Context: an optimization exercise on an open-source flow, tuned for small area, a short achievable clock period and few clock cycles. The choices shown serve that exercise and are no tape-out recipe.
RTL that was checked went through simulation tests only; none was proved equivalent to the original.

## fc_layer_top
module fc_layer_top (
	input  logic                     clk,
	input  logic                     reset_n,
	input  logic                     i_run,       
	input  fc_ctrl_pkg::cnt_t        i_num_cnt,   
	input  fc_data_pkg::data_t       i_node,      
	input  fc_data_pkg::weight_vec_t i_weights,   
	output logic                     o_idle,
	output logic                     o_read,
	output logic                     o_write,
	output logic                     o_done,
	output fc_ctrl_pkg::mem_req_t    o_mem_req,
	output fc_data_pkg::result_vec_t o_results
);
export LEC_CHECK = 0
export CAP_MARGIN = 20
export CORE_MARGIN = 2
export CORE_UTILIZATION = 40
export CTS_CLUSTER_DIAMETER = 100
export CTS_CLUSTER_SIZE = 30
export SETUP_SLACK_MARGIN = 5.0
export SLEW_MARGIN = 20
create_clock -name core_clock -period 8.0 [get_ports {clk}]
standard.sh (not shown) runs the stock make flow with config.mk's settings and CLKGATE_MAP_FILE= SYNTH_SCRIPT=/design/flow/synth_recipe.tcl, a recipe that flattens the netlist after the stock synthesis.
==> flow/flow/run.sh <==
#!/bin/bash
# Standard layout (standard.sh, unchanged synthesis), with two changes:
# plain buffers on the ports instead of delay buffers, and timing repair
# aiming further below the clock period. The make output goes to make.log in
# the work folder; ORFS keeps each step's own log under orfs/logs/.
set -euo pipefail
cd "$(dirname "$0")/.."
bash standard.sh "BUFFER_PORTS_ARGS=-buffer_cell sky130_fd_sc_hd__buf_2" \
	SETUP_SLACK_MARGIN=5.4 finish > make.log 2>&1
Then changed:
==> flow/run.sh (new file) <==
#!/bin/bash
# synth_recipe.tcl (not shown) runs the flow's synth.tcl, then flattens the netlist and writes it again
# the make line also repeats each setting of config.mk as NAME=value (left out here)
make -C /OpenROAD-flow-scripts/flow DESIGN_CONFIG=/design/flow/config.mk WORK_HOME=/design/flow/orfs CLKGATE_MAP_FILE= SYNTH_SCRIPT=/design/flow/synth_recipe.tcl finish
removed: flow/flow/run.sh
removed: flow/standard.sh
What happened: Critical path depth does not change; core utilization came out lower by 2.7 points; first-iteration DRC count came out lower by 32%; count of clock-buffer cells in the layout came out higher by 1; wire length came out lower by 6.2%; global-route usage came out lower by 0.76 points; synthesized area is unchanged.
No run of this note included a check of the RTL's function; only the layout flow was run.

== job 6238 ==
fc_layer_top, a different RTL version from the one above (not shown whole).
Size: roughly 1,600 cells after synthesis, about 300 flip-flops, about 200 I/O pins, roughly 17,000 µm² of cells after synthesis.
Settings: LEC_CHECK=0, CAP_MARGIN=20, CORE_MARGIN=2, CORE_UTILIZATION=55, CTS_CLUSTER_DIAMETER=100, CTS_CLUSTER_SIZE=30, PLACE_DENSITY=0.7, SETUP_SLACK_MARGIN=5.0, SLEW_MARGIN=20; clock period 8.0 ns.
run.sh (not shown) runs the stock make flow with config.mk's settings and CLKGATE_MAP_FILE= SYNTH_SCRIPT=/design/flow/synth_recipe.tcl, a recipe that flattens the netlist after the stock synthesis.
Stock flow here: none of the scripts above is used.
Testbench counts of job 6238, summed over its fixed seeds: cycles 36,227.
Inputs modified between job 6238 and job 7362:
# job 6238
export LEC_CHECK = 0
export CAP_MARGIN = 20
export CORE_MARGIN = 2
export CORE_UTILIZATION = 55
export CTS_CLUSTER_DIAMETER = 100
export CTS_CLUSTER_SIZE = 30
export PLACE_DENSITY = 0.7
export SETUP_SLACK_MARGIN = 5.0
export SLEW_MARGIN = 20
create_clock -name core_clock -period 8.0 [get_ports {clk}]
# job 7362
export LEC_CHECK = 0
export CAP_MARGIN = 20
export CORE_MARGIN = 2
export CORE_UTILIZATION = 65
export CTS_CLUSTER_DIAMETER = 100
export CTS_CLUSTER_SIZE = 30
export PLACE_DENSITY = 0.8
export SETUP_SLACK_MARGIN = 5.0
export SLEW_MARGIN = 20
create_clock -name core_clock -period 8.0 [get_ports {clk}]
==> flow/flow/run.sh (new file) <==
#!/bin/bash
# Standard layout (standard.sh, unchanged synthesis), with two changes:
# plain buffers on the ports instead of delay buffers, and timing repair
# aiming further below the clock period. The make output goes to make.log in
# the work folder; ORFS keeps each step's own log under orfs/logs/.
set -euo pipefail
cd "$(dirname "$0")/.."
bash standard.sh "BUFFER_PORTS_ARGS=-buffer_cell sky130_fd_sc_hd__buf_2" \
	SETUP_SLACK_MARGIN=5.3 finish > make.log 2>&1
==> flow/standard.sh (new file) <==
#!/bin/bash
# synth_recipe.tcl (not shown) runs the flow's synth.tcl, then flattens the netlist and writes it again
# the make line also repeats each setting of config.mk as NAME=value (left out here)
make -C /OpenROAD-flow-scripts/flow DESIGN_CONFIG=/design/flow/config.mk WORK_HOME=/design/flow/orfs CLKGATE_MAP_FILE= SYNTH_SCRIPT=/design/flow/synth_recipe.tcl "${@:-finish}"
removed: flow/run.sh
Notes after the runs:
Status: CTS clock-pin slew for the worst setup and hold paths parity (job 6238, job 7362). Between job 6238 and job 7362, number of tap cells inserted decreased. Layout clock buffer count for job 7362: 2 down relative to job 6238. [job 7362] highest fanout seen on the critical path fell 1 relative to job 6238. In the metrics for job 6238 and job 7362, the one carrying the lower number of vias per cell is job 6238. Diff job 6238 -> job 7362: number of iterations in the first detailed-routing pass has increased, maximum frequency went up. Sort job 6238 and job 7362 by final weighted congestion in routability-driven placement desc -> top: job 7362. As far as clock insertion delay at the later pin of the skew report is concerned, job 7362 and job 6238 perform about the same. Compared to job 6238, job 7362 has number of instances resized during post-cts repair 183 lower.
--- input diff job 7362..job 6228 ---
# job 7362
export LEC_CHECK = 0
export CAP_MARGIN = 20
export CORE_MARGIN = 2
export CORE_UTILIZATION = 65
export CTS_CLUSTER_DIAMETER = 100
export CTS_CLUSTER_SIZE = 30
export PLACE_DENSITY = 0.8
export SETUP_SLACK_MARGIN = 5.0
export SLEW_MARGIN = 20
create_clock -name core_clock -period 8.0 [get_ports {clk}]
# job 6228
export LEC_CHECK = 0
export CAP_MARGIN = 20
export CORE_MARGIN = 2
export CORE_UTILIZATION = 55
export CTS_CLUSTER_DIAMETER = 100
export CTS_CLUSTER_SIZE = 30
export PLACE_DENSITY = 0.7
export SETUP_SLACK_MARGIN = 5.0
export SLEW_MARGIN = 20
create_clock -name core_clock -period 8.0 [get_ports {clk}]
--- outcome ---
Setup slack came out higher on job 6228 than on job 7362.
Via count (lower): job 6228
Job 6228 ends up with a fraction of area in multi-input gates that is 0.31 points lower than in job 7362.
Looking at launching element of the worst setup path, the done_q$_DFF_PN0_ result is from job 7362; the ce_q$_DFF_PN0_ one comes from job 6228.
Job 6228 against job 7362: global placement routability congestion lower; maximum frequency higher; worst max-slew margin expressed relative to the limit lower.
Job 6228 ended with every stage complete and zero timing, DRC or antenna violations.
Input-level comparison between job 464 and job 6228:
diff --git a/flow/flow/run.sh b/flow/flow/run.sh
--- a/flow/flow/run.sh
+++ b/flow/flow/run.sh
@@ -7,3 +7,3 @@
 cd "$(dirname "$0")/.."
 bash standard.sh "BUFFER_PORTS_ARGS=-buffer_cell sky130_fd_sc_hd__buf_2" \
-	SETUP_SLACK_MARGIN=5.3 finish > make.log 2>&1
+	SETUP_SLACK_MARGIN=5.35 finish > make.log 2>&1
==> results.txt <==
o_idle as the capturing element of the worst setup path was reported by job 464, and o_read by job 6228.
Going from job 6228 to job 464, global-route usage now sits higher, post-layout worst setup margin now sits at about the same level, post-CTS setup buffer count now sits higher.
Job 6228 vs job 464, startpoint of the worst setup timing path: ce_q$_DFF_PN0_ vs busy_o_q$_DFF_PN0_
As far as flip-flop and latch count goes, job 464 and job 6228 are indistinguishable; the numbers are identical.
Taking job 6228 as the reference point, the detailed-routed wire length on met2 of job 464 rises by about 5%.

## port drivers added, routing unchanged
Ports are ideal in the flow. The routed layouts listed here were re-timed in OpenROAD. Step 1 (the two cells are an assumption about what drives the block):
set clk [get_ports {clk}]
set_driving_cell -lib_cell sky130_fd_sc_hd__clkbuf_16 $clk
set_driving_cell -lib_cell sky130_fd_sc_hd__buf_2 [delete_from_list [all_inputs] $clk]
Step 2, shift: input delay + t, output delay - t, t = (earliest + latest rising clock arrival at the registers) / 2. This alone moves slack from input paths to output paths. a / b / c = ideal ports / drivers / drivers and shift; a / b = the first two.
run	t, ns	setup WS [ns]	slew at the worst register clock pin (ns)
the first run of note 1	0.578	5.072 / 5.072 / 4.996	0.13 / 0.13
the second run of note 1	0.561	4.982 / 4.982 / 4.679	0.12 / 0.12
job 6238	0.554	5.174 / 5.122 / 4.715	0.12 / 0.12
job 7362	0.553	5.324 / 5.274 / 5.045	0.11 / 0.11
job 6228	0.556	5.333 / 5.280 / 5.051	0.11 / 0.11
job 464	0.552	5.330 / 5.279 / 5.095	0.12 / 0.12
After both steps setup and hold are still met in every run listed. The setup slack of job 6238, which loses most, moves by -0.052 ns with the drivers and by -0.459 ns with both steps.
